What follows belongs to an exercise in optimizing a design on an open flow for small area, a short achievable clock period and few clock cycles; a production flow would make more cautious choices.
Function was checked by simulation only, so behaviour that the tests miss may differ from the original.

===== flow/design.v =====
package rv_defs;
  typedef enum logic [2:0] {
    MD_MUL    = 3'b000,
    MD_MULH   = 3'b001,
    MD_MULHSU = 3'b010,
    MD_MULHU  = 3'b011,
    MD_DIV    = 3'b100,
    MD_DIVU   = 3'b101,
    MD_REM    = 3'b110,
    MD_REMU   = 3'b111
  } md_fun_e;
  localparam int S_IDLE = 0;
  localparam int S_MUL  = 1;   
  localparam int S_MULC = 2;   
  localparam int S_DIV0 = 3;   
  localparam int S_DIV  = 4;   
  localparam int S_DONE = 5;
  localparam int NumStates = 6;
  function automatic logic fun_is_div(logic [2:0] f);
    fun_is_div = f[2];
  endfunction
  function automatic logic fun_div_signed(logic [2:0] f);
    fun_div_signed = !f[0];
  endfunction
endpackage
module rv_divider (
  input  logic [31:0] x_i,
  output logic [5:0]  lz_o
);
  logic [15:0] z1;  logic [15:0][0:0] c1;
  logic [7:0]  z2;  logic [7:0][1:0]  c2;
  logic [3:0]  z3;  logic [3:0][2:0]  c3;
  logic [1:0]  z4;  logic [1:0][3:0]  c4;
  logic        z5;  logic [4:0]       c5;
  always_comb begin
    for (int i = 0; i < 16; i++) begin
      z1[i] = ~x_i[2*i+1] & ~x_i[2*i];
      c1[i] = ~x_i[2*i+1];
    end
    for (int i = 0; i < 8; i++) begin
      z2[i] = z1[2*i+1] & z1[2*i];
      c2[i] = z1[2*i+1] ? {1'b1, c1[2*i]} : {1'b0, c1[2*i+1]};
    end
    for (int i = 0; i < 4; i++) begin
      z3[i] = z2[2*i+1] & z2[2*i];
      c3[i] = z2[2*i+1] ? {1'b1, c2[2*i]} : {1'b0, c2[2*i+1]};
    end
    for (int i = 0; i < 2; i++) begin
      z4[i] = z3[2*i+1] & z3[2*i];
      c4[i] = z3[2*i+1] ? {1'b1, c3[2*i]} : {1'b0, c3[2*i+1]};
    end
    z5 = z4[1] & z4[0];
    c5 = z4[1] ? {1'b1, c4[0]} : {1'b0, c4[1]};
    lz_o = z5 ? 6'd32 : {1'b0, c5};
  end
endmodule
module rv_muldiv #(
  parameter int g_width = 32
) (
  input  logic               clk_i,
  input  logic               rst_n_i,
  input  logic               x_stall_i,
  input  logic               x_kill_i,
  input  logic               d_valid_i,
  input  logic               d_is_muldiv_i,
  input  logic [2:0]         d_fun_i,
  input  logic [g_width-1:0] d_rs1_i,
  input  logic [g_width-1:0] d_rs2_i,
  output logic               x_stall_req_o,
  output logic [g_width-1:0] x_rd_o,
  output logic               x_done_o
);
  localparam int NS = rv_defs::NumStates;
  logic [NS-1:0] st_q, st_d;       
  logic [32:0]   a_q, a_d;         
  logic [31:0]   l_q, l_d;         
  logic [39:0]   h_q, h_d;         
  logic [11:0]   bsel_q, bsel_d;   
  logic [4:0]    cnt_q, cnt_d;
  logic [2:0]    osel_q, osel_d;   
  logic          neg_q, neg_d, corr_q, corr_d;
  logic          busy_q;           
  logic          load, start;
  assign load  = d_valid_i & d_is_muldiv_i & st_q[rv_defs::S_IDLE];
  assign start = load & rst_n_i & ~x_kill_i;
  function automatic logic [11:0] booth_dec(logic [8:0] x);
    logic [3:0] one, two, neg;
    for (int j = 0; j < 4; j++) begin
      one[j] = x[2*j] ^ x[2*j+1];
      two[j] = (x[2*j+2] & ~x[2*j+1] & ~x[2*j]) | (~x[2*j+2] & x[2*j+1] & x[2*j]);
      neg[j] = x[2*j+2];
    end
    booth_dec = {neg, two, one};
  endfunction
  localparam logic [11:0] BoothPlusOne = 12'b0000_0000_0001;
  logic [3:0]  b_one, b_two, b_neg;
  logic [33:0] pp [4];
  logic [39:0] msum;
  assign {b_neg, b_two, b_one} = bsel_q;
  always_comb begin
    for (int j = 0; j < 4; j++)
      pp[j] = (({34{b_one[j]}} & {a_q[32], a_q}) |
               ({34{b_two[j]}} & {a_q, 1'b0})) ^ {34{b_neg[j]}};
  end
  localparam logic [39:0] SignFix = 40'h55_8000_0000;
  logic [39:0] r0, r1, r2, r3, r4, r5;
  logic [39:0] s1, c1, s2, c2, s3, c3, s4, c4;
  function automatic logic [79:0] csa(logic [39:0] x, logic [39:0] y, logic [39:0] z);
    csa = {((x & y) | (x & z) | (y & z)) << 1, x ^ y ^ z};
  endfunction
  assign r0 = {8'd0, ~h_q[39], h_q[38:8]};
  assign r1 = {6'd0, ~pp[0][33], pp[0][32:0]};
  assign r2 = {4'd0, ~pp[1][33], pp[1][32:0], 2'b0};
  assign r3 = {2'd0, ~pp[2][33], pp[2][32:0], 4'b0};
  assign r4 = {~pp[3][33], pp[3][32:0], 6'b0};
  assign r5 = SignFix | {33'd0, b_neg[3], 1'b0, b_neg[2], 1'b0, b_neg[1], 1'b0, b_neg[0]};
  assign {c1, s1} = csa(r0, r1, r2);
  assign {c2, s2} = csa(r3, r4, r5);
  assign {c3, s3} = csa(s1, c1, s2);
  assign {c4, s4} = csa(s3, c3, c2);
  function automatic logic [39:0] ks_add(logic [39:0] x, logic [39:0] y);
    logic [39:0] g, p, gn, pn;
    g = x & y;
    p = x ^ y;
    for (int d = 1; d < 40; d = d * 2) begin
      gn = g;
      pn = p;
      for (int i = d; i < 40; i++) begin
        gn[i] = g[i] | (p[i] & g[i-d]);
        pn[i] = p[i] & p[i-d];
      end
      g = gn;
      p = pn;
    end
    ks_add = (x ^ y) ^ {g[38:0], 1'b0};
  endfunction
  assign msum = ks_add(s4, c4);
  logic        sa, sb, bz, fsa, fsb;
  logic [5:0]  lz_a, lz_b;
  logic [6:0]  dd;
  logic [33:0] diff;
  logic        ge;
  assign fsa    = rv_defs::fun_div_signed(d_fun_i) & d_rs1_i[31];
  assign fsb    = rv_defs::fun_div_signed(d_fun_i) & d_rs2_i[31];
  rv_divider u_lz_a (.x_i(d_rs1_i ^ {32{fsa}}), .lz_o(lz_a));
  rv_divider u_lz_b (.x_i(d_rs2_i ^ {32{fsb}}), .lz_o(lz_b));
  assign sa     = h_q[32];
  assign sb     = h_q[33];
  assign bz     = (l_q == '0);
  assign dd     = {2'b00, cnt_q} - {1'b0, a_q[5:0]};
  assign diff = {2'b00, h_q[31:0]} + ({a_q[32], a_q} ^ {34{~sb}}) + {33'd0, ~sb};
  assign ge   = ~diff[33];
  logic [31:0] res, neg_out;
  assign res     = ({32{osel_q[2]}} & h_q[39:8]) |
                   ({32{osel_q[1]}} & h_q[31:0]) |
                   ({32{osel_q[0]}} & l_q);
  assign neg_out = (res ^ {32{neg_q}}) + {31'd0, neg_q};
  logic is_div;
  assign is_div = rv_defs::fun_is_div(d_fun_i);
  always_comb begin
    st_d    = st_q;
    a_d     = a_q;
    l_d     = l_q;
    h_d     = h_q;
    bsel_d  = bsel_q;
    cnt_d   = cnt_q;
    osel_d  = osel_q;
    neg_d   = neg_q;
    corr_d  = corr_q;
    case (1'b1)
      st_q[rv_defs::S_IDLE]: begin
        a_d    = {(d_fun_i[0] ^ d_fun_i[1]) & d_rs1_i[31], d_rs1_i};
        l_d    = d_rs2_i;
        bsel_d = booth_dec({d_rs2_i[7:0], 1'b0});
        corr_d = d_fun_i[1] & d_rs2_i[31];
        if (is_div) begin
          a_d[5:0] = lz_a - {5'd0, fsa};   
          h_d    = {5'd0, d_fun_i[1], fsb, fsa, d_rs1_i};
          cnt_d  = lz_b[5] ? 5'd31 : lz_b[4:0];
          osel_d = 3'b010;
          neg_d  = fsa;
        end else begin
          cnt_d  = 5'd3;
          h_d    = '0;
          osel_d = (d_fun_i[1:0] != 2'b00) ? 3'b100 : 3'b001;
          neg_d  = 1'b0;
        end
        if (load) begin
          st_d = '0;
          st_d[is_div ? rv_defs::S_DIV0 : rv_defs::S_MUL] = 1'b1;
        end
      end
      st_q[rv_defs::S_MUL]: begin
        h_d    = msum;
        l_d    = {msum[7:0], l_q[31:8]};
        bsel_d = (cnt_q == 5'd0) ? BoothPlusOne : booth_dec(l_q[15:7]);
        cnt_d  = cnt_q - 5'd1;
        if (cnt_q == 5'd0) begin
          st_d = '0;
          st_d[corr_q ? rv_defs::S_MULC : rv_defs::S_DONE] = 1'b1;
        end
      end
      st_q[rv_defs::S_MULC]: begin
        h_d    = msum;
        osel_d = 3'b010;
        st_d   = '0;
        st_d[rv_defs::S_DONE] = 1'b1;
      end
      st_q[rv_defs::S_DIV0]: begin
        a_d    = {sb, l_q} << dd[4:0];
        h_d    = {h_q[39:32], neg_out};
        l_d    = bz ? '1 : '0;
        cnt_d  = dd[4:0];
        osel_d = h_q[34] ? 3'b010 : 3'b001;
        neg_d  = h_q[34] ? sa : (sa ^ sb) & ~bz;
        st_d   = '0;
        st_d[(bz | dd[6]) ? rv_defs::S_DONE : rv_defs::S_DIV] = 1'b1;
      end
      st_q[rv_defs::S_DIV]: begin
        a_d   = {a_q[32], a_q[32:1]};
        h_d   = {h_q[39:32], ge ? diff[31:0] : h_q[31:0]};
        l_d   = {l_q[30:0], ge};
        cnt_d = cnt_q - 5'd1;
        if (cnt_q == 5'd0) begin
          st_d = '0;
          st_d[rv_defs::S_DONE] = 1'b1;
        end
      end
      st_q[rv_defs::S_DONE]: begin
        if (!x_stall_i) begin
          st_d = '0;
          st_d[rv_defs::S_IDLE] = 1'b1;
        end
      end
      default: begin
        st_d = '0;
        st_d[rv_defs::S_IDLE] = 1'b1;
      end
    endcase
    if (x_kill_i) begin
      st_d = '0;
      st_d[rv_defs::S_IDLE] = 1'b1;
    end
  end
  assign x_stall_req_o = ~x_kill_i & (start | busy_q);
  assign x_done_o      = ~x_kill_i & st_q[rv_defs::S_DONE];
  always_ff @(posedge clk_i or negedge rst_n_i) begin
    if (!rst_n_i) begin
      st_q   <= NS'(1) << rv_defs::S_IDLE;
      busy_q <= 1'b0;
    end else begin
      st_q   <= st_d;
      busy_q <= ~(st_d[rv_defs::S_IDLE] | st_d[rv_defs::S_DONE]);
    end
  end
  always_ff @(posedge clk_i) begin
    a_q    <= a_d;
    l_q    <= l_d;
    h_q    <= h_d;
    bsel_q <= bsel_d;
    cnt_q  <= cnt_d;
    osel_q <= osel_d;
    neg_q  <= neg_d;
    corr_q <= corr_d;
  end
  assign x_rd_o = neg_out;
endmodule

===== flow/constraint.sdc =====
create_clock -name core_clock -period 10.0 [get_ports {clk_i}]
set_input_delay 2.0000 -clock core_clock [delete_from_list [all_inputs] [get_ports {clk_i}]]
set_output_delay 2.0000 -clock core_clock [all_outputs]
set_load 0.01 [all_outputs]

===== flow/flow/run.sh =====
#!/bin/bash
set -euo pipefail
export BUFFER_PORTS_ARGS="-buffer_cell sky130_fd_sc_hd__buf_2"
bash standard.sh finish > standard_run.log 2>&1

===== flow/standard.sh =====
#!/bin/bash
# synth_recipe.tcl (not shown) runs the flow's synth.tcl, then flattens the netlist and writes it again
# the make line also repeats each setting of config.mk as NAME=value (left out here)
make -C /OpenROAD-flow-scripts/flow DESIGN_CONFIG=/design/flow/config.mk WORK_HOME=/design/flow/orfs CLKGATE_MAP_FILE= SYNTH_SCRIPT=/design/flow/synth_recipe.tcl "${@:-finish}"

===== flow/config.mk =====
export PLATFORM = sky130hd
export DESIGN_NAME = rv_muldiv
export DESIGN_NICKNAME = rv_muldiv
export VERILOG_FILES = /design/flow/design.v
export SDC_FILE = /design/flow/constraint.sdc
export NUM_CORES = 4
export LEC_CHECK = 0
export ABC_AREA = 1
export CAP_MARGIN = 20
export CORE_MARGIN = 2
export CORE_UTILIZATION = 45
export PLACE_DENSITY = 0.75
export SETUP_SLACK_MARGIN = 5.0
export SLEW_MARGIN = 20
export TNS_END_PERCENT = 10

==> results of run 1 <==
Yosys cell counts (all sizes together):
library cell	number	area share [%]
nor4	3	0.084
o21bai	11	0.37
o21a	5	0.17
clkinv	20	0.33
a32o	3	0.13
dfrtp	6	0.67
nand3	229	5.2
o31ai	1	0.034
a21boi	5	0.17
inv	451	7.6
xor2	153	6.0
o221ai	18	0.70
mux2i	20	0.89
a221oi	4	0.16
a21o	9	0.30
a31oi	16	0.45
a2111oi	1	0.039
nor2	300	5.3
o2111ai	4	0.16
a22oi	5	0.17
o41ai	1	0.039
clkbuf	92	1.5
o32ai	1	0.039
ha	126	7.0
a211o	1	0.039
o211ai	39	1.3
a32oi	1	0.039
or2	13	0.36
a221o	3	0.13
nand4	50	1.4
a211oi	5	0.17
buf	45	1.1
edfxtp	127	17
dfstp	1	0.12
nand2	932	16
and2	16	0.45
a21oi	157	3.5
a22o	1	0.039
o22ai	143	4.0
o31a	1	0.039
nor3	26	0.58
xnor2	46	1.8
o21ai	259	5.8
nand3b	11	0.37
fa	96	8.6
kinds of logic (layout without fill, tap and decap cells):
kind of cell    after synthesis  after routing  synth area share, %
flops                       134            134                 17.8
compound gates              694            694                 18.0
fa+ha+maj                   222            222                 15.6
buf+inv                     608            688                 10.5
simple gates               1580           1580                 29.4
mux                          20             20                0.893
xor+xnor                    199            199                 7.84
cells in the final DEF (no fill, tap or decap), types with 16 or more instances in the layout:
master and instances:
o22ai_1 142, mux2i_1 20, nand4_1 50, nor3_1 26, o21ai_1 16, nand2_1 923, nor2_2 17, nand3_1 221
clkbuf_16 18, buf_4 60, and2_1 16, xnor2_1 45, o211ai_1 39, a21oi_1 155, edfxtp_1 127, xor2_1 149
buf_2 106, ha_1 114, a31oi_1 16, nor2_1 274, o21ai_0 236, fa_1 95, o221ai_1 18, inv_1 436
metal layers:
layer	share of wire (%)	global-route usage [%]
met5	0	0
met2	41	56.6
met4	9.2	28.7
met3	13	10.0
met1	37	49.4
sequential cells by signal, summed over array words and instances (netlist names):
register  cells
a_q          33
bsel_q       12
busy_q        1
cnt_q         5
corr_q        1
h_q          40
l_q          32
neg_q         1
osel_q        3
st_q          6
timing repair:
item | 4_1_cts | 5_1_grt
pin swaps | 2 | 4
cloned | 5 | 1
hold buffers | 0 | 0
endpoints found under the setup margin | 64 | 54
setup buffers | 19 | 24
resized for setup | 32 | 59
worst max-delay path, delay by kind of cell, from the launching register on:
family,cells,cell delay [ps]
and+or+nand+nor,6,870
buffers and inverters,3,490
DFF,1,380
AOI/OAI and AO/OA,2,410
adders and majority gates,2,410
metrics by stage:
step / cell area (um2) / util (%)
6_report: 24800 / 50.5
5_1_grt: 24800 / 50.5
4_1_cts: 24300 / 49.6
3_5_place_dp: 23400 / 47.8
3_3_place_gp: 23400 / 47.8
2_1_floorplan: 22400 / -
how the worst min path moves through the flow:
stage                     endpoint  depth (start not counted)                 from
6_report       st_q[2]$_DFFE_PN0P_                          2     corr_q$_DFFE_PP_
5_1_grt        st_q[2]$_DFFE_PN0P_                          2     corr_q$_DFFE_PP_
4_1_cts        st_q[2]$_DFFE_PN0P_                          2     corr_q$_DFFE_PP_
3_5_place_dp   st_q[4]$_DFFE_PN0P_                          2  st_q[4]$_DFFE_PN0P_
3_3_place_gp   st_q[4]$_DFFE_PN0P_                          2  st_q[4]$_DFFE_PN0P_
2_1_floorplan  st_q[4]$_DFFE_PN0P_                          2  st_q[4]$_DFFE_PN0P_
layout make-up:
cell class | count | share of cell area, %
Inverter | 471 | 7.30
Clock buffer | 18 | 1.73
Tap cell | 664 | 3.35
Timing Repair inverter | 5 | 0.151
Clock inverter | 14 | 0.611
Multi-Input combinational cell | 2715 | 65.8
Sequential cell | 134 | 16.1
Timing Repair Buffer | 180 | 4.97
==> flow_summary.toml, run 1 <==
[global_route]
grt_max_degree = 66
grt_pass1_vias = 22729
grt_pass1_wl_um = 146000
track_usage_pct = 38.8
grt_overflow = 0
antenna_found_initial = 0

[routing]
ant_nets = 0
vias = 25553
wl_per_cell_um = 24.1
drcViolationCount = 0
routed_wl_um = 101000
drtIter0Drc = 3799
drt-vias-per-instance = 6.08
drt-pass1-iter-count = 8

[place]
pre_cts_ws_ps = 3590
finalWeightedCongestion = 1.08
numPortBuffers = 106
dp_hpwl_um = 79200
dp.cells = 4120

[min_path]
hold_path_class = "flip-flop to flip-flop"

[floorplan]
die_y_um = 227
initial_core_util_pct = 45.7
dieArea_um2 = 51600
rows = 81
ios = 107
die_x_um = 227
core_um2 = 49100

[sta]
tightestPinTransition_ps = 1070
hold_slack_ps = 593
hold_viol = 0
rsz0062_at_grt = "yes"
setup_viol = 0
fmax_ghz = 0.197
fin_crit_sh_pct = 50.8
period_needed_ps = 5080
fin_skew_ps = 15.6
setup_slack_ps = 4920
slew_viol_final = 0
final.setup.tns_ps = 0
relSlewSlack_pct = 28.0

[worst_setup_path]
crit_path_end_kind = "primary output"
startpoint_type = "flip-flop"
critPathKind = "flip-flop to primary output"
ff2ff_setup_slack_ps = 5000
arrival_ps = 3080
critPathMaxStageDelay_ps = 380
cp_cell_sequence = "buf_6 -> a22o_1 -> a21oi_2 -> ha_2 -> ha_2 -> nand3_2 -> nor2_4 -> buf_4 -> nand2_4 -> nor2_4 -> nand3_2 -> and2_1 -> buf_2"
endpoint = "x_rd_o[28]"
reg2regPathDepth = 17
rr_startpoint = "a_q[14]$_DFFE_PP_"
critPathMaxFanout = 32
timing.rr.end = "h_q[20]$_DFFE_PP_"
cp_slowest_cell = "edfxtp_1"
startpoint = "osel_q[2]$_SDFFCE_PP0P_"
required_ps = 8000

[synthesis]
yosys.cell_types.count = 59
syn_area_per_cell_um2 = 6.48
ys_seq_area_share_pct = 17.8
ys_ff_latch = 134
synthCells = 3457
synth_area_um2 = 22400
yosysWarnings = 3
synth_nets = 3752

[clocking]
cts_inserted_buffers = 17
path_clk_slew_ps = 70
root_buffer = "clkbuf_16"
cts.sinks = 134
cts_tree = "yes"
htreeDepth = 4
clk_latency_ps = 500
cts_buffer_depth = 2

[outcome]
status = "complete, no violations"

[finish]
regArea_um2 = 3990
nFillCells = 5039
syn2layout_area_growth_pct = 10.6
multi_input_area_um2 = 16300
n_antenna_cell = 0
nets = 3819
drive_above_1_share_pct = 9.16
stdcell_count = 4201

[run]
maxCapViolations = 0
Testbench counts, summed over its fixed seeds: cycles 21,290.
==> run 2, diff against run 1 <==
==> flow/flow/run.sh (replaced) <==
#!/bin/bash
set -euo pipefail
export BUFFER_PORTS_ARGS="-buffer_cell sky130_fd_sc_hd__buf_2"
bash standard.sh SETUP_SLACK_MARGIN=5.3 finish > standard_run.log 2>&1
--- a/flow/config.mk
+++ b/flow/config.mk
@@ -13,3 +13,2 @@
 export SETUP_SLACK_MARGIN = 5.0
 export SLEW_MARGIN = 20
-export TNS_END_PERCENT = 10
==> run 2 against run 1 <==
Net effect: fmax is 2.5% higher; clock skew up 1.4 ps; flip-flop and latch count unchanged; via count rose by 3.2%; routed wire length increased by 3.6%; synthesized area stayed put; die area stayed put; highest routed layer is now met5.
==> flow_summary.toml, run 2 <==
[synthesis]
synth.most_common_cell = "nand2_1"
synth_flop_cell = "edfxtp_1"
synth_nets = 3752
synth_commonest_cells = "927 x nand2_1, 442 x inv_1, 283 x nor2_1"
yosys.cell_types.count = 59
yosysWarnings = 3
syn_area_per_cell_um2 = 6.48
synth_area_leader_cell = "edfxtp_1"
synth_area_um2 = 22400
synth_edf_count = 127
yosys-top-cells-area = "edfxtp_1 17%, nand2_1 16%, fa_1 8.6%, inv_1 7.4%, ha_1 7.0%"
synthCells = 3457
ys_seq_area_share_pct = 17.8
synth.top_cell.area_share_pct = 17.0
ys_ff_latch = 134
synthArstFlopShare_pct = 5.22

[place]
dp_hpwl_um = 79200
placed_area_um2 = 23400
numPortBuffers = 106
dp.cells = 4120
finalWeightedCongestion = 1.08

[finish]
syn2layout_area_growth_pct = 20.5
n_antenna_cell = 0
nets = 3942
final_cell_mix = "865 x nand2_1, 431 x inv_1, 238 x nor2_1"
largest_reg_flops = 40
largestRegisters = "h_q (40), a_q (33), l_q (32)"
nFillCells = 4774
top_register = "h_q"
post-route-cell-area_um2 = 27000
fin_util_pct = 55.1
drive_above_1_share_pct = 17.7
layout_commonest_cell = "nand2_1"
stdcell_count = 4324

[min_path]
hold_path_class = "flip-flop to flip-flop"

[worst_setup_path]
ff2ff_setup_slack_ps = 5140
required_ps = 8000
crit_path_end_kind = "primary output"
critPathKind = "flip-flop to primary output"
startpoint_type = "flip-flop"
crit_top_cell = "nor2_4"
critPathMaxStageDelay_ps = 450
cp_slowest_cell = "edfxtp_1"
cp_cell_sequence = "buf_12 -> a22o_1 -> a21oi_2 -> ha_2 -> ha_4 -> nand3_4 -> nor2_4 -> nand2_4 -> nor2_4 -> buf_6 -> xor2_2 -> inv_1 -> buf_2"
cp_top_family = "simple AND/OR/NAND/NOR gates"
arrival_ps = 2950
cp_num_buf_inv = 4
critPathMaxFanout = 5

[sta]
tightestPinTransition_ps = 1030
final.setup.tns_ps = 0
relSlewSlack_pct = 30.9
slew_viol_final = 0
hold_viol = 0
period_needed_ps = 4950
fmax_ghz = 0.202
rsz0062_at_grt = "yes"
setup_viol = 0
fin_crit_sh_pct = 49.5
fin_skew_ps = 17.0

[clocking]
clk_latency_ps = 490
htreeDepth = 4
cts_tree = "yes"
hold_buffers = 0
path_clk_slew_ps = 70
cts_inserted_buffers = 17
cts.sinks = 134
root_buffer = "clkbuf_16"
cts_buffer_depth = 2

[floorplan]
rows = 81
ios = 107
core_um2 = 49100
die_y_um = 227
dieArea_um2 = 51600
initial_core_util_pct = 45.7
die_x_um = 227

[routing]
drtIter0Drc = 3836
wl_per_cell_um = 24.3
drt-pass1-iter-count = 8
drt-vias-per-instance = 6.10
ant_nets = 0
routed_wl_um = 105000
drcViolationCount = 0
vias = 26361

[global_route]
grt_pass1_vias = 23610
grt_max_degree = 66
antenna_found_initial = 1
grt_pass1_wl_um = 150000
grt_overflow = 0
track_usage_pct = 39.8

[outcome]
status = "complete, no violations"

[run]
maxCapViolations = 0
==> run 2: cell counts after synthesis <==
No cell type changed its count.
==> run 2: area by class of cell <==
cell class	count	area (um2)	share of cell area (%)
multi-input cells	2715	17400	64.6
flip-flops and latches	134	3990	14.8
repair buffers	303	2290	8.48
inverters	471	1830	6.78
well taps	664	831	3.08
clock buffers	18	429	1.59
clock inverters	14	151	0.561
repair inverters	5	37.5	0.139
==> run 2: tightest hold or removal path, cell delays in order, from the launching register on <==
cell      delay (ps)
edfxtp_1         370
nand2_1          120
o41ai_1           70
==> run 2: cell families after synthesis <==
family | share of synthesized area [%]
simple gates | 29.4
compound gates | 18.0
buf+inv | 10.5
fa+ha+maj | 15.6
xor+xnor | 7.84
flops | 17.8
mux | 0.893
==> run 2: layer usage <==
layer  GRT usage (%)  wire length (um)
met2            58.8             43500
met3            10.4             13200
met4            30.1              9940
met5               0                 9
met1            49.8             38300
==> run 2: repair_timing <==
action	4_1_cts	5_1_grt
resized for setup	118	278
buffers inserted	125	40
pin swaps	24	81
hold endpoints to repair	0	0
setup endpoints to repair	71	62
cloned	7	0
==> run 2: path summary, 6_finish.rpt <==
path / cells after the start / end / start
worst min register to register: 2 / st_q[2]$_DFFE_PN0P_ / corr_q$_DFFE_PP_
min in group asynchronous: 1 / st_q[1]$_DFFE_PN0P_ / rst_n_i
max in group asynchronous: 1 / st_q[0]$_DFF_PN1_ / rst_n_i
worst max register to register: 31 / h_q[16]$_DFFE_PP_ / osel_q[2]$_SDFFCE_PP0P_
worst max-delay path: 13 / x_rd_o[12] / osel_q[2]$_SDFFCE_PP0P_
worst min-delay path: 2 / st_q[2]$_DFFE_PN0P_ / corr_q$_DFFE_PP_
==> run 2: metrics by stage <==
step	hold WS (ps)	setup slack, ps
2_1_floorplan	497	5410
3_3_place_gp	559	3780
3_5_place_dp	584	3590
4_1_cts	595	5180
5_1_grt	633	5020
6_report	600	5050
==> run 3, diff against run 2 <==
==> flow/flow/run.sh (replaced) <==
#!/bin/bash
set -euo pipefail
export BUFFER_PORTS_ARGS="-buffer_cell sky130_fd_sc_hd__buf_1"
bash standard.sh finish > standard_run.log 2>&1
==> run 3 against run 2 <==
Net effect: register-to-register slack worse by 120 ps; clock skew down 3.9 ps; critical endpoint is now h_q[27]$_DFFE_PP_; largest cell class unchanged.
==> flow_summary.toml, run 3 <==
[sta]
fin_skew_ps = 13.1
final.setup.tns_ps = 0
fin_crit_sh_pct = 49.8
period_needed_ps = 4980
hold_slack_ps = 578
setup_slack_ps = 5020
setup_viol = 0
rsz0062_at_grt = "yes"
fmax_ghz = 0.201
tightestPinTransition_ps = 965
relSlewSlack_pct = 35.0
slew_viol_final = 0
hold_viol = 0

[synthesis]
synth_commonest_cells = "927 x nand2_1, 442 x inv_1, 283 x nor2_1"
ys_ff_latch = 134
synthCells = 3457
synth_area_um2 = 22400
synth.most_common_cell = "nand2_1"
yosys.cell_types.count = 59
yosysWarnings = 3
ys_seq_area_share_pct = 17.8
synthArstFlopShare_pct = 5.22
synth.top_cell.area_share_pct = 17.0
synth_area_leader_cell = "edfxtp_1"
syn_area_per_cell_um2 = 6.48
yosys-top-cells-area = "edfxtp_1 17%, nand2_1 16%, fa_1 8.6%, inv_1 7.4%, ha_1 7.0%"
synth_nets = 3752
synth_flop_cell = "edfxtp_1"
synth_edf_count = 127

[finish]
largest_reg_flops = 40
largestRegisters = "h_q (40), a_q (33), l_q (32)"
syn2layout_area_growth_pct = 10.8
drive_above_1_share_pct = 6.71
multi_input_area_um2 = 16200
regArea_um2 = 3990
layout_commonest_cell = "nand2_1"
final_cell_mix = "925 x nand2_1, 435 x inv_1, 279 x nor2_1"
top_register = "h_q"
nets = 3847
nFillCells = 5067
n_antenna_cell = 0

[floorplan]
ios = 107
dieArea_um2 = 51600
die_y_um = 227
rows = 81
initial_core_util_pct = 45.7
die_x_um = 227
core_um2 = 49100

[worst_setup_path]
startpoint_type = "flip-flop"
arrival_ps = 5210
required_ps = 10230
crit_path_end_kind = "flip-flop"
critPathKind = "flip-flop to flip-flop"
critPathMaxFanout = 8
startpoint = "a_q[23]$_DFFE_PP_"
rr_startpoint = "a_q[23]$_DFFE_PP_"

[place]
pre_cts_ws_ps = 4250
finalWeightedCongestion = 1.09
numPortBuffers = 106
dp_hpwl_um = 78500

[clocking]
clk_latency_ps = 470
cts.sinks = 134
cts_inserted_buffers = 17
root_buffer = "clkbuf_16"
path_clk_slew_ps = 70
cts_buffer_depth = 2
cts_tree = "yes"
htreeDepth = 4
hold_buffers = 0

[global_route]
grt_pass1_wl_um = 146000
track_usage_pct = 38.3
antenna_found_initial = 2
grt_max_degree = 71
grt_pass1_vias = 23117
grt_overflow = 0

[routing]
ant_nets = 0
drt-vias-per-instance = 6.09
vias = 25768
drtIter0Drc = 3897
routed_wl_um = 101000
drcViolationCount = 0
drt-pass1-iter-count = 11
wl_per_cell_um = 23.9

[outcome]
status = "complete, no violations"

[min_path]
hold_path_class = "flip-flop to flip-flop"
hold_start = "corr_q$_DFFE_PP_"

[run]
maxCapViolations = 0
## run 3: worst paths after layout
path / slack [ps] / depth (start not counted) / to
setup / recovery: 5020 / 18 / h_q[27]$_DFFE_PP_
hold / removal: 580 / 2 / st_q[2]$_DFFE_PN0P_
setup reg to reg: 5020 / 18 / h_q[27]$_DFFE_PP_
hold reg to reg: 580 / 2 / st_q[2]$_DFFE_PN0P_
max in group asynchronous: 8190 / 1 / st_q[3]$_DFFE_PN0P_
min in group asynchronous: 1450 / 1 / st_q[4]$_DFFE_PN0P_
## run 3: kinds of logic after synthesis
group / after synthesis / synth area share, %
simple gates: 1580 / 29.4
fa+ha+maj: 222 / 15.6
mux: 20 / 0.893
buf+inv: 608 / 10.5
xor+xnor: 199 / 7.84
compound gates: 694 / 18.0
flops: 134 / 17.8
## run 3: area by class of cell
cell class	count	area share (%)
Multi-Input combinational cell	2715	65.4
Sequential cell	134	16.1
Tap cell	664	3.34
Inverter	471	7.40
Timing Repair inverter	4	0.111
Clock buffer	18	1.73
Clock inverter	13	0.599
Timing Repair Buffer	209	5.40
## run 3: metrics by stage
step | cells | util (%) | area [um2]
CTS | 4167 | 49.1 | 24100
floorplan | 3457 | - | 22400
global route | 4228 | 50.6 | 24800
detailed placement | 4123 | 47.6 | 23300
global placement | 4123 | 47.6 | 23300
finish | 4228 | 50.6 | 24800
## run 3: repair_timing
item,in CTS,in global routing
buffers inserted,10,58
resized for setup,24,77
endpoints found under the setup margin,56,52
pin swaps,2,10
cloned,3,3
## run 3: critical path, cell delays in order, from the launching register on
cell and delay (ps):
edfxtp_1 660, inv_2 200, o22ai_1 300, xor2_1 270, fa_1 490, fa_1 530
fa_1 520, ha_1 460, nand2_1 120, inv_1 90, nand2_1 90, nor2_1 190
nand4_1 210, nand2_1 100, nand2_1 50, nand3_1 60, nand2_1 140, nand2_1 180
nand2_1 60
## run 3: metal layers
| metal | wire (um) | GRT usage, % | up-vias | share of wire [%] |
|---|---|---|---|---|
| li1 | - | - | 11695 | - |
| met1 | 37700 | 48.5 | 11747 | 37 |
| met2 | 41100 | 55.6 | 1907 | 41 |
| met3 | 12900 | 10.6 | 415 | 13 |
| met4 | 9480 | 28.2 | 4 | 9.4 |
| met5 | 40 | 0 | - | 0.040 |
==> run 4, diff against run 3 <==
--- a/flow/design.v
+++ b/flow/design.v
@@ -136,5 +136,5 @@
   endfunction
   assign msum = ks_add(s4, c4);
-  logic        sa, sb, bz, fsa, fsb;
+  logic        sa, sb, bz, fsa, fsb, fa_p2;
   logic [5:0]  lz_a, lz_b;
   logic [6:0]  dd;
@@ -144,4 +144,5 @@
   assign fsb    = rv_defs::fun_div_signed(d_fun_i) & d_rs2_i[31];
   rv_divider u_lz_a (.x_i(d_rs1_i ^ {32{fsa}}), .lz_o(lz_a));
+  assign fa_p2  = ((~d_rs1_i >> 1) & d_rs1_i) == '0;
   rv_divider u_lz_b (.x_i(d_rs2_i ^ {32{fsb}}), .lz_o(lz_b));
   assign sa     = h_q[32];
@@ -175,5 +176,5 @@
         corr_d = d_fun_i[1] & d_rs2_i[31];
         if (is_div) begin
-          a_d[5:0] = lz_a - {5'd0, fsa};   
+          a_d[5:0] = lz_a - {5'd0, fsa & fa_p2};   
           h_d    = {5'd0, d_fun_i[1], fsb, fsa, d_rs1_i};
           cnt_d  = lz_b[5] ? 5'd31 : lz_b[4:0];
==> flow/flow/run.sh (replaced) <==
#!/bin/bash
set -euo pipefail
export BUFFER_PORTS_ARGS="-buffer_cell sky130_fd_sc_hd__buf_2"
bash standard.sh finish > standard_run.log 2>&1
==> run 4 against run 3 <==
Net effect: critical path depth fell by 8; design area increased by 0.93%; via count shrank 0.82%; fmax rose by 1.1%; first-iteration DRC count fell by 2.7%.
==> flow_summary.toml, run 4 <==
[routing]
wl_per_cell_um = 24.5
drt-pass1-iter-count = 8
routed_wl_um = 103000
drt-vias-per-instance = 6.10
drtIter0Drc = 3793
ant_nets = 0
drcViolationCount = 0
vias = 25557

[global_route]
track_usage_pct = 38.3
antenna_found_initial = 6
grt_max_degree = 66
grt_pass1_wl_um = 149000
grt_overflow = 0
grt_pass1_vias = 23168

[sta]
relSlewSlack_pct = 33.1
fmax_ghz = 0.203
rsz0062_at_grt = "no"
hold_viol = 0
final.setup.tns_ps = 0
tightestPinTransition_ps = 1000
fin_skew_ps = 19.5
period_needed_ps = 4920
fin_crit_sh_pct = 49.2
slew_viol_final = 0
setup_viol = 0
hold_slack_ps = 578

[synthesis]
ys_seq_area_share_pct = 17.6
synthCells = 3431
synth_flop_cell = "edfxtp_1"
muxShareOfSynthArea_pct = 0.619
synth_compound_area_share_pct = 18.5
syn_area_per_cell_um2 = 6.60
yosys.area_share.xor_xnor_pct = 8.04
synthSimpleGateAreaFrac_pct = 29.6
synth_top_family_by_area = "simple AND/OR/NAND/NOR gates"
ys_ff_latch = 134
synth.most_common_cell = "nand2_1"
synth_area_um2 = 22600
yosysWarnings = 3
yosys.cell_types.count = 69
synth_area_leader_cell = "edfxtp_1"
synth_commonest_cells = "920 x nand2_1, 403 x inv_1, 239 x nor2_1"
synth_edf_count = 127
synth.top_cell.area_share_pct = 16.9
yosys-top-cells-area = "edfxtp_1 17%, nand2_1 15%, fa_1 8.5%, ha_1 7.0%, inv_1 6.7%"
synth_nets = 3726
synthArstFlopShare_pct = 5.22
yosys.area_share.adder_pct = 15.5

[worst_setup_path]
cp_slowest_cell = "edfxtp_1"
cp_cell_sequence = "a22o_1 -> a21oi_1 -> ha_1 -> ha_1 -> nand2_1 -> inv_2 -> nand3_1 -> nor2_4 -> xor2_2 -> buf_2"
arrival_ps = 2920
crit_path_end_kind = "primary output"
cp_top_family = "flip-flops"
startpoint_type = "flip-flop"
required_ps = 8000
crit_top_cell = "ha_1"
critPathMaxStageDelay_ps = 500
critPathMaxFanout = 5
critPathKind = "flip-flop to primary output"
cp_num_buf_inv = 2

[clocking]
clk_latency_ps = 480
hold_buffers = 0
cts_inserted_buffers = 17
htreeDepth = 4
cts_buffer_depth = 2
root_buffer = "clkbuf_16"
cts_tree = "yes"
path_clk_slew_ps = 70
cts.sinks = 134

[floorplan]
die_x_um = 228
die_y_um = 228
core_um2 = 49900
dieArea_um2 = 52100
initial_core_util_pct = 45.4
ios = 107
rows = 82

[finish]
syn2layout_area_growth_pct = 10.8
layout_commonest_cell = "nand2_1"
largestRegisters = "h_q (40), a_q (33), l_q (32)"
fin_util_pct = 50.3
stdcell_count = 4188
top_register = "h_q"
final_cell_mix = "916 x nand2_1, 395 x inv_1, 236 x nand3_1"
drive_above_1_share_pct = 10.8
largest_reg_flops = 40
nets = 3797

[place]
dp.cells = 4093
dp_hpwl_um = 80600
numPortBuffers = 106
finalWeightedCongestion = 1.05

[min_path]
hold_path_class = "flip-flop to flip-flop"

[outcome]
status = "complete, no violations"

[run]
maxCapViolations = 0
-- run 4: routing by layer --
metal / vias up / part of all wire [%] / routed length [um] / track usage, %
met5: - / 0.093 / 96 / 0
met4: 12 / 6.7 / 6920 / 20.9
met3: 338 / 14 / 14300 / 11.0
met2: 1823 / 41 / 42500 / 56.5
met1: 11741 / 38 / 38900 / 50.6
li1: 11643 / - / - / -
-- run 4: cell type report --
type / count / area [um2]
antenna: 2 / 5.00
inverter: 441 / 1720
clock buffer: 17 / 425
timing repair inverter: 8 / 60.1
tap: 672 / 841
multi-input combinational: 2712 / 16600
timing repair buffer: 188 / 1240
fill: 5147 / 24800
clock inverter: 14 / 151
sequential: 134 / 3990
-- run 4: final timing paths --
path,from,endpoint,slack (ps),cells after the start
max,h_q[8]$_DFFE_PP_,x_rd_o[14],5080,10
min,corr_q$_DFFE_PP_,st_q[2]$_DFFE_PN0P_,580,2
max reg2reg,bsel_q[4]$_DFFE_PP_,h_q[27]$_DFFE_PP_,5080,20
min reg2reg,corr_q$_DFFE_PP_,st_q[2]$_DFFE_PN0P_,580,2
max in group asynchronous,rst_n_i,st_q[0]$_DFF_PN1_,8430,1
min in group asynchronous,rst_n_i,st_q[5]$_DFF_PN0_,1340,1
-- run 4: tightest hold or removal path, stage by stage, from the launching register on --
cell,delay [ps]
edfxtp_1,380
nand2_1,100
o41ai_1,60
-- run 4: kinds of logic after synthesis --
| logic type | after synthesis |
|---|---|
| AOI/OAI and AO/OA | 707 |
| adders and majority gates | 222 |
| buffers and inverters | 585 |
| and+or+nand+nor | 1565 |
| xor gates and xnor gates | 204 |
| muxes | 14 |
| DFF | 134 |
-- run 4: repair_timing --
| action | in CTS | in global routing |
|---|---|---|
| resized for setup | 23 | 94 |
| cloned | 6 | 2 |
| buffers inserted | 28 | 26 |
| pin swaps | 0 | 6 |
| setup endpoints to repair | 63 | 45 |
-- run 4: stage by stage --
step / worst slack [ps] / instance area (um2)
4_1_cts: 4940 / 24500
3_5_place_dp: 3900 / 23600
3_3_place_gp: 3920 / 23600
6_report: 5080 / 25100
2_1_floorplan: 5390 / 22600
5_1_grt: 4950 / 25100
Testbench counts of run 4, summed over its fixed seeds: cycles 21,105.
==> run 5, diff against run 4 <==
--- a/flow/config.mk
+++ b/flow/config.mk
@@ -10,5 +10,5 @@
 export CORE_MARGIN = 2
 export CORE_UTILIZATION = 45
-export PLACE_DENSITY = 0.75
+export PLACE_DENSITY = 0.8
 export SETUP_SLACK_MARGIN = 5.0
 export SLEW_MARGIN = 20
==> run 5 against run 4 <==
Net effect: still clean on timing, DRC and antenna; fmax fell by 0.57%; routed wire length fell by 2.6%; largest cell class unchanged.
==> flow_summary.toml, run 5 <==
[place]
finalWeightedCongestion = 1.09
numPortBuffers = 106
pre_cts_ws_ps = 3780
dp.cells = 4091
dp_hpwl_um = 77300

[synthesis]
synthSimpleGateAreaFrac_pct = 29.6
synth.most_common_cell = "nand2_1"
yosys.area_share.adder_pct = 15.5
synth_area_leader_cell = "edfxtp_1"
synthArstFlopShare_pct = 5.22
yosys-top-cells-area = "edfxtp_1 17%, nand2_1 15%, fa_1 8.5%, ha_1 7.0%, inv_1 6.7%"
yosys.cell_types.count = 69
synth_commonest_cells = "920 x nand2_1, 403 x inv_1, 239 x nor2_1"
synthCells = 3431
yosys.area_share.xor_xnor_pct = 8.04
syn_area_per_cell_um2 = 6.60
muxShareOfSynthArea_pct = 0.619
ys_seq_area_share_pct = 17.6
synth.top_cell.area_share_pct = 16.9
synth_top_family_by_area = "simple AND/OR/NAND/NOR gates"
synth_area_um2 = 22600
synth_nets = 3726
yosysWarnings = 3
synth_compound_area_share_pct = 18.5
synth_flop_cell = "edfxtp_1"
ys_ff_latch = 134
synth_edf_count = 127

[floorplan]
initial_core_util_pct = 45.4
dieArea_um2 = 52100
core_um2 = 49900
die_x_um = 228
die_y_um = 228
ios = 107
rows = 82

[finish]
stdcell_count = 4198
nets = 3806
largest_reg_flops = 40
top_register = "h_q"
syn2layout_area_growth_pct = 10.5
drive_above_1_share_pct = 10.2
largestRegisters = "h_q (40), a_q (33), l_q (32)"
final_cell_mix = "918 x nand2_1, 395 x inv_1, 236 x nor2_1, 236 x nand3_1, 217 x o21ai_0"
layout_commonest_cell = "nand2_1"

[routing]
drt-pass1-iter-count = 9
wl_per_cell_um = 23.8
routed_wl_um = 100000
vias = 25940
drtIter0Drc = 4176
drt-vias-per-instance = 6.18
ant_nets = 0
drcViolationCount = 0

[min_path]
hold_path_class = "flip-flop to flip-flop"

[worst_setup_path]
startpoint = "bsel_q[3]$_DFFE_PP_"
startpoint_type = "flip-flop"
rr_startpoint = "bsel_q[3]$_DFFE_PP_"
arrival_ps = 5170
endpoint = "h_q[31]$_DFFE_PP_"
required_ps = 10220
critPathMaxFanout = 9
crit_path_end_kind = "flip-flop"
critPathKind = "flip-flop to flip-flop"
reg2regPathDepth = 19
timing.rr.end = "h_q[31]$_DFFE_PP_"
ff2ff_setup_slack_ps = 5050

[sta]
hold_viol = 0
rsz0062_at_grt = "yes"
setup_viol = 0
final.setup.tns_ps = 0
relSlewSlack_pct = 33.0
fin_skew_ps = 21.7
fmax_ghz = 0.202
slew_viol_final = 0
fin_crit_sh_pct = 49.5
period_needed_ps = 4950
setup_slack_ps = 5050
tightestPinTransition_ps = 1000

[clocking]
cts_buffer_depth = 2
path_clk_slew_ps = 70
cts_inserted_buffers = 17
root_buffer = "clkbuf_16"
cts_tree = "yes"
clk_latency_ps = 470
htreeDepth = 4
hold_buffers = 0
cts.sinks = 134

[global_route]
grt_max_degree = 61
grt_pass1_vias = 23175
grt_pass1_wl_um = 145000
antenna_found_initial = 7
track_usage_pct = 36.8
grt_overflow = 0

[outcome]
status = "complete, no violations"

[run]
maxCapViolations = 0
[run 5: worst min-delay path by stage]
stage	startpoint	endpoint	slack (ps)	cells after the start
finish	corr_q$_DFFE_PP_	st_q[2]$_DFFE_PN0P_	570	2
CTS	corr_q$_DFFE_PP_	st_q[2]$_DFFE_PN0P_	570	2
detailed placement	corr_q$_DFFE_PP_	st_q[2]$_DFFE_PN0P_	550	2
global route	corr_q$_DFFE_PP_	st_q[2]$_DFFE_PN0P_	600	2
floorplan	st_q[4]$_DFFE_PN0P_	st_q[4]$_DFFE_PN0P_	500	2
global placement	corr_q$_DFFE_PP_	st_q[2]$_DFFE_PN0P_	540	2
[run 5: layer usage]
metal | share of wire (%) | GRT usage, % | wire (um)
met5 | 0.10 | 0 | 100
met2 | 40 | 53.1 | 40400
met4 | 7.5 | 21.9 | 7500
met3 | 15 | 10.9 | 14900
met1 | 37 | 48.5 | 37300
[run 5: critical path: stages, from the launching register on]
cell	delay (ps)
edfxtp_1	600
clkinvlp_4	300
buf_4	250
o22ai_1	220
xor2_1	180
ha_1	260
fa_1	490
fa_1	540
ha_1	470
nand2_1	170
nor2_1	130
inv_1	90
o21ai_0	260
a21oi_1	100
nand2_1	160
nand2_1	80
nand2_1	50
o21ai_0	150
nand2_1	160
nand2_1	60
[run 5: area by class of cell]
class                           count  area [um2]
Fill cell                        5098       24900
Sequential cell                   134        3990
Timing Repair Buffer              195        1260
Tap cell                          672         841
Clock inverter                     13         219
Clock buffer                       18         429
Multi-Input combinational cell   2712       16400
Antenna cell                        3        7.51
Inverter                          441        1750
Timing Repair inverter             10        75.1
[run 5: through the flow]
step	instance area, um2	util [%]	hold slack, ps
final	25000	50.1	568
after global routing	25000	50.1	601
after CTS	24500	49.1	568
after detailed placement	23600	47.3	552
after global placement	23600	47.3	538
after floorplan	22600	-	497
[run 5: cells by family (layout without fill, tap and decap cells)]
group,after synthesis,count (layout)
multiplexers,14,14
AND/OR/NAND/NOR,1565,1565
buffers and inverters,585,677
adder cells (fa/ha/maj),222,222
AO/OA/AOI/OAI,707,707
flip-flops,134,134
XOR/XNOR,204,204
other,0,3
[run 5: what timing repair did]
| item | CTS | global route |
|---|---|---|
| pin swaps | 0 | 2 |
| gates cloned | 5 | 5 |
| buffers inserted | 22 | 41 |
| gates resized for setup | 20 | 52 |
| endpoints found under the hold margin | 0 | 0 |
| setup endpoints to repair | 61 | 44 |
==> run 6, diff against run 5 <==
--- a/flow/config.mk
+++ b/flow/config.mk
@@ -9,6 +9,6 @@
 export CAP_MARGIN = 20
 export CORE_MARGIN = 2
-export CORE_UTILIZATION = 45
-export PLACE_DENSITY = 0.8
+export CORE_UTILIZATION = 50
+export PLACE_DENSITY = 0.75
 export SETUP_SLACK_MARGIN = 5.0
 export SLEW_MARGIN = 20
==> run 6 against run 5 <==
Net effect: flip-flop and latch count unchanged; final cell count decreased by 2.0%; sequential share of layout area increased by 0.070 points; design area shrank 0.44%; register-to-register slack gained 20 ps; worst setup slack better by 10 ps; critical endpoint is now x_rd_o[14]; highest routed layer unchanged.
==> flow_summary.toml, run 6 <==
[outcome]
status = "complete, no violations"

[synthesis]
synthArstFlopShare_pct = 5.22
synth_area_um2 = 22600
synth_area_leader_cell = "edfxtp_1"
yosysWarnings = 3
yosys.cell_types.count = 69
synth_flop_cell = "edfxtp_1"
synth_commonest_cells = "920 x nand2_1, 403 x inv_1, 239 x nor2_1"
syn_area_per_cell_um2 = 6.60
ys_ff_latch = 134
synth.top_cell.area_share_pct = 16.9
synth_nets = 3726
synth.most_common_cell = "nand2_1"
ys_seq_area_share_pct = 17.6
synthCells = 3431
yosys-top-cells-area = "edfxtp_1 17%, nand2_1 15%, fa_1 8.5%, ha_1 7.0%, inv_1 6.7%"
synth_edf_count = 127

[routing]
ant_nets = 0
drcViolationCount = 0
drt-pass1-iter-count = 7
drtIter0Drc = 4278
routed_wl_um = 100000
drt-vias-per-instance = 6.27
vias = 25772
wl_per_cell_um = 24.3

[floorplan]
core_um2 = 44400
rows = 77
initial_core_util_pct = 51.0
die_y_um = 217
ios = 107
dieArea_um2 = 47000
die_x_um = 217

[sta]
tightestPinTransition_ps = 1060
rsz0062_at_grt = "yes"
relSlewSlack_pct = 29.0
period_needed_ps = 4940
hold_slack_ps = 556
fin_crit_sh_pct = 49.4
hold_viol = 0
fin_skew_ps = 13.1
slew_viol_final = 0
setup_viol = 0
fmax_ghz = 0.202
final.setup.tns_ps = 0

[run]
maxCapViolations = 0

[finish]
largest_reg_flops = 40
nets = 3801
top_register = "h_q"
syn2layout_area_growth_pct = 10.0
regArea_um2 = 3990
multi_input_area_um2 = 16600
layout_commonest_cell = "nand2_1"
final_cell_mix = "918 x nand2_1, 394 x inv_1, 235 x nand3_1"
largestRegisters = "h_q (40), a_q (33), l_q (32)"
drive_above_1_share_pct = 10.6
nFillCells = 4387

[place]
numPortBuffers = 106
dp_hpwl_um = 77900
finalWeightedCongestion = 1.06

[worst_setup_path]
cp_num_buf_inv = 2
cp_cell_sequence = "a22o_1 -> a21oi_1 -> ha_1 -> ha_1 -> nand2_1 -> inv_1 -> nand3_1 -> nor2_4 -> xor2_2 -> buf_2"
critPathKind = "flip-flop to primary output"
cp_slowest_cell = "edfxtp_1"
arrival_ps = 2940
crit_top_cell = "ha_1"
required_ps = 8000
crit_path_end_kind = "primary output"
critPathMaxStageDelay_ps = 480
cp_top_family = "simple AND/OR/NAND/NOR gates"
critPathMaxFanout = 5
startpoint_type = "flip-flop"

[global_route]
grt_pass1_wl_um = 144000
antenna_found_initial = 8
grt_overflow = 0
grt_pass1_vias = 22740
grt_max_degree = 49
track_usage_pct = 41.3

[min_path]
hold_path_class = "flip-flop to flip-flop"

[clocking]
cts.sinks = 134
cts_tree = "yes"
cts_inserted_buffers = 17
root_buffer = "clkbuf_16"
hold_buffers = 0
htreeDepth = 4
path_clk_slew_ps = 70
cts_buffer_depth = 2
clk_latency_ps = 480
run 6: cell counts after synthesis:
No cell type changed its count.
run 6: final cells by class:
cell class | count | share of cell area, %
inverter | 441 | 6.87
multi-input combinational | 2712 | 66.6
antenna | 2 | 0.0201
timing repair buffer | 189 | 5.00
tap | 592 | 2.98
clock buffer | 17 | 1.71
timing repair inverter | 11 | 0.322
clock inverter | 15 | 0.528
sequential | 134 | 16.0
run 6: final timing paths:
kind                                startpoint                   to  slack (ps)  depth (start not counted)
max                           h_q[8]$_DFFE_PP_           x_rd_o[14]        5060                         10
min                           corr_q$_DFFE_PP_  st_q[2]$_DFFE_PN0P_         560                          2
max reg2reg                bsel_q[0]$_DFFE_PP_    h_q[26]$_DFFE_PP_        5070                         20
min reg2reg                   corr_q$_DFFE_PP_  st_q[2]$_DFFE_PN0P_         560                          2
max in group asynchronous              rst_n_i    st_q[0]$_DFF_PN1_        8400                          1
min in group asynchronous              rst_n_i  st_q[2]$_DFFE_PN0P_        1360                          1
run 6: logic make-up (layout without fill, tap and decap cells):
group           count (synthesis)  count (layout)  synth area share, %
flops                         134             134                 17.6
other cells                     0               2                    0
simple gates                 1565            1565                 29.6
compound gates                707             707                 18.5
buf+inv                       585             673                 10.2
mux                            14              14                0.619
fa+ha+maj                     222             222                 15.5
xor+xnor                      204             204                 8.04
run 6: worst register-to-register path: cells and delay by family (launching register included):
family / cells / cell delay [ps]
simple gates: 6 / 580
buf+inv: 5 / 600
compound gates: 4 / 860
fa+ha+maj: 4 / 1980
xor+xnor: 1 / 170
flops: 1 / 490
run 6: timing repair:
item / 4_1_cts / 5_1_grt
pin swaps: 0 / 6
gates resized for setup: 24 / 79
buffers inserted: 27 / 29
gates cloned: 7 / 4
setup endpoints to repair: 62 / 49
run 6: per-stage QoR:
step	setup WS [ps]	util (%)	area, um2	std cells
after floorplan	5390	-	22600	3431
after global placement	3890	52.9	23500	4012
after detailed placement	3790	52.9	23500	4012
after CTS	5000	54.9	24400	4078
after global routing	4900	56.0	24900	4111
final	5060	56.1	24900	4113
run 6: layer usage:
| layer | GRT usage, % | vias to the layer above | share of wire, % |
|---|---|---|---|
| li1 | - | 11663 | - |
| met1 | 53.9 | 11785 | 37 |
| met2 | 59.5 | 1949 | 40 |
| met3 | 15.3 | 361 | 16 |
| met4 | 21.8 | 14 | 6.5 |
| met5 | 0 | - | 0.080 |
==> run 7, diff against run 6 <==
--- a/flow/design.v
+++ b/flow/design.v
@@ -137,5 +137,7 @@
   assign msum = ks_add(s4, c4);
   logic        sa, sb, bz, fsa, fsb, fa_p2;
-  logic [5:0]  lz_a, lz_b;
+  logic [5:0]  lz_a, lz_b, lz_abs_a;
+  logic [4:0]  lz_b_c;
+  logic        q_zero;
   logic [6:0]  dd;
   logic [33:0] diff;
@@ -145,4 +147,7 @@
   rv_divider u_lz_a (.x_i(d_rs1_i ^ {32{fsa}}), .lz_o(lz_a));
   assign fa_p2  = ((~d_rs1_i >> 1) & d_rs1_i) == '0;
+  assign lz_abs_a = lz_a - {5'd0, fsa & fa_p2};
+  assign lz_b_c   = lz_b[5] ? 5'd31 : lz_b[4:0];
+  assign q_zero   = (d_rs2_i != '0) & ({1'b0, lz_b_c} < lz_abs_a);
   rv_divider u_lz_b (.x_i(d_rs2_i ^ {32{fsb}}), .lz_o(lz_b));
   assign sa     = h_q[32];
@@ -176,9 +181,9 @@
         corr_d = d_fun_i[1] & d_rs2_i[31];
         if (is_div) begin
-          a_d[5:0] = lz_a - {5'd0, fsa & fa_p2};   
+          a_d[5:0] = lz_abs_a;
           h_d    = {5'd0, d_fun_i[1], fsb, fsa, d_rs1_i};
-          cnt_d  = lz_b[5] ? 5'd31 : lz_b[4:0];
-          osel_d = 3'b010;
-          neg_d  = fsa;
+          cnt_d  = lz_b_c;
+          osel_d = q_zero ? {1'b0, d_fun_i[1], 1'b0} : 3'b010;
+          neg_d  = fsa & ~q_zero;
         end else begin
           cnt_d  = 5'd3;
@@ -189,5 +194,5 @@
         if (load) begin
           st_d = '0;
-          st_d[is_div ? rv_defs::S_DIV0 : rv_defs::S_MUL] = 1'b1;
+          st_d[!is_div ? rv_defs::S_MUL : q_zero ? rv_defs::S_DONE : rv_defs::S_DIV0] = 1'b1;
         end
       end
--- a/flow/config.mk
+++ b/flow/config.mk
@@ -9,5 +9,5 @@
 export CAP_MARGIN = 20
 export CORE_MARGIN = 2
-export CORE_UTILIZATION = 50
+export CORE_UTILIZATION = 45
 export PLACE_DENSITY = 0.75
 export SETUP_SLACK_MARGIN = 5.0
==> run 7 against run 6 <==
Net effect: still clean; via count down 5.2%; clock skew is 0.69 ps lower; first-iteration DRC count down 1.3%; sequential share of layout area shrank 0.44 points; clock-buffer cell count grew 1; non-clock buffer count up 82; worst hold slack gained 35 ps; worst setup slack worse by 180 ps; flip-flop and latch count is the same; die area up 4.4%; register-to-register slack lost 190 ps; critical path type is now flip-flop to flip-flop.
==> flow_summary.toml, run 7 <==
[global_route]
grt_max_degree = 61
grt_pass1_vias = 21852
grt_overflow = 0
antenna_found_initial = 7
track_usage_pct = 37.0
grt_pass1_wl_um = 137000

[finish]
syn2layout_area_growth_pct = 20.3
drive_above_1_share_pct = 19.1
layout_commonest_cell = "nand2_1"
post-route-cell-area_um2 = 25600
top_register = "h_q"
nets = 3478
final_cell_mix = "582 x nand2_1, 343 x inv_1, 200 x o21ai_0"
largest_reg_flops = 40
largestRegisters = "h_q (40), a_q (33), l_q (32)"

[sta]
setup_viol = 0
relSlewSlack_pct = 22.3
rsz0062_at_grt = "yes"
hold_slack_ps = 591
tightestPinTransition_ps = 1160
final.setup.tns_ps = 0
hold_viol = 0
fin_crit_sh_pct = 51.2
period_needed_ps = 5120
slew_viol_final = 0
fin_skew_ps = 12.4
fmax_ghz = 0.195

[synthesis]
synthCells = 3019
synth_nets = 3318
synthArstFlopShare_pct = 5.22
syn_area_per_cell_um2 = 7.05
synth.most_common_cell = "nand2_1"
synth.top_cell.area_share_pct = 17.9
synth_commonest_cells = "626 x nand2_1, 360 x inv_1, 232 x o21ai_0"
yosys-top-cells-area = "edfxtp_1 18%, nand2_1 11%, fa_1 9.0%, xor2_1 7.9%, ha_1 7.6%"
ys_ff_latch = 134
yosys.cell_types.count = 63
ys_seq_area_share_pct = 18.7
synth_edf_count = 127
synth_area_um2 = 21300
synth_flop_cell = "edfxtp_1"
synth_area_leader_cell = "edfxtp_1"
yosysWarnings = 3

[clocking]
cts_buffer_depth = 2
cts.sinks = 134
htreeDepth = 4
root_buffer = "clkbuf_16"
path_clk_slew_ps = 70
cts_tree = "yes"
clk_latency_ps = 450
hold_buffers = 0
cts_inserted_buffers = 17

[floorplan]
rows = 79
ios = 107
dieArea_um2 = 49100
initial_core_util_pct = 45.6
die_y_um = 221
die_x_um = 221
core_um2 = 46700

[min_path]
hold_end = "st_q[4]$_DFFE_PN0P_"
whs_path_depth = 2
hold_start = "st_q[4]$_DFFE_PN0P_"
hold_path_class = "flip-flop to flip-flop"

[routing]
drcViolationCount = 0
wl_per_cell_um = 25.4
drtIter0Drc = 4224
drt-vias-per-instance = 6.43
routed_wl_um = 96500
vias = 24439
ant_nets = 0
drt-pass1-iter-count = 25

[place]
numPortBuffers = 106
placed_area_um2 = 22300
finalWeightedCongestion = 1.07
dp_hpwl_um = 72000

[worst_setup_path]
crit_path_end_kind = "flip-flop"
critPathKind = "flip-flop to flip-flop"
reg2regPathDepth = 34
rr_startpoint = "osel_q[1]$_DFFE_PP_"
timing.rr.end = "h_q[31]$_DFFE_PP_"
critPathMaxStageDelay_ps = 470
cp_slowest_cell = "xor2_1"
ff2ff_setup_slack_ps = 4880
arrival_ps = 5310
critPathMaxFanout = 16
crit_top_cell = "buf_4"
startpoint_type = "flip-flop"
required_ps = 10190

[outcome]
status = "complete, no violations"

[run]
maxCapViolations = 0
-- run 7: stage by stage --
step	setup WS, ps	util [%]	cells
3_5_place_dp	3670	47.8	3635
4_1_cts	4900	51.6	3743
2_1_floorplan	5000	-	3019
6_report	4880	54.9	3802
3_3_place_gp	3520	47.8	3635
5_1_grt	4770	54.9	3799
-- run 7: what timing repair did --
item | 4_1_cts | 5_1_grt
pin swaps | 54 | 135
setup buffers | 74 | 53
gates resized for setup | 133 | 245
setup endpoints to repair | 71 | 42
cloned | 2 | 3
-- run 7: how the worst max path moves through the flow --
stage	to	startpoint	slack, ps
2_1_floorplan	osel_q[1]$_DFFE_PP_	d_rs1_i[31]	5000
3_3_place_gp	h_q[32]$_DFFE_PP_	bsel_q[9]$_DFFE_PP_	3520
3_5_place_dp	h_q[32]$_DFFE_PP_	bsel_q[9]$_DFFE_PP_	3670
4_1_cts	x_rd_o[31]	osel_q[2]$_SDFFCE_PP0P_	4900
5_1_grt	x_rd_o[30]	osel_q[2]$_SDFFCE_PP0P_	4770
6_report	h_q[31]$_DFFE_PP_	osel_q[1]$_DFFE_PP_	4880
-- run 7: metal layers --
layer | vias up | wire (um) | GRT usage [%]
li1 | 10630 | - | -
met1 | 11283 | 35800 | 49.5
met2 | 2081 | 39200 | 53.7
met5 | - | 78 | 0
met4 | 10 | 6300 | 18.5
met3 | 435 | 15200 | 11.6
-- run 7: cell type report --
type	instances	area (um2)
antenna	3	7.51
sequential	134	3990
clock inverter	14	163
multi-input combinational	2354	16700
timing repair buffer	271	1990
fill	4387	21100
clock buffer	18	429
inverter	401	1590
tap	607	759
-- run 7: kinds of logic after synthesis --
group           after synthesis  share of synthesized area [%]
compound gates              772                           21.7
buf+inv                     532                           9.68
mux                          31                           1.46
simple gates               1082                           21.6
flops                       134                           18.7
fa+ha+maj                   226                           16.7
xor+xnor                    242                           10.2
-- run 7: critical path: cells and delay by family (launching register included) --
family / cells / cell delay [ps]
buf+inv: 22 / 2750
simple gates: 11 / 1220
xor+xnor: 1 / 470
flops: 1 / 400
Testbench counts of run 7, summed over its fixed seeds: cycles 20,791.

## what the ideal ports hide
Ports are ideal in the flow. The routed layouts listed here were re-timed in OpenROAD. Step 1: set_driving_cell puts a clkbuf_16 on clk_i and a buf_2 on each other input, an assumption about the parent block. Step 2 adds t to the input delays and takes it off the output delays; t is the mean of the earliest and latest rising clock arrival at the registers after step 1. Input paths then give back, and output paths get back, about the clock's delay inside the block. Slacks: ideal ports / drivers / drivers and shift; pairs: ideal ports / drivers.
run | t (ns) | setup WS [ns] | clock arrival spread, ns | worst slew at a driven data input, ns
run 1 | 0.545 | 4.924 / 4.867 / 5.000 | 0.016 / 0.016 | 0.05
run 2 | 0.536 | 5.049 / 4.994 / 5.136 | 0.017 / 0.017 | 0.05
run 3 | 0.518 | 5.021 / 4.965 / 5.021 | 0.014 / 0.013 | 0.05
run 4 | 0.527 | 5.076 / 5.019 / 4.724 | 0.019 / 0.020 | 0.03
run 5 | 0.522 | 5.048 / 5.024 / 4.746 | 0.021 / 0.022 | 0.08
run 6 | 0.528 | 5.059 / 5.003 / 4.764 | 0.013 / 0.013 | 0.04
run 7 | 0.492 | 4.882 / 4.838 / 4.615 | 0.013 / 0.013 | 0.09
After both steps every run listed still meets setup and hold. The setup slack of run 4, which loses most, moves by -0.057 ns with the drivers and by -0.352 ns with both steps.
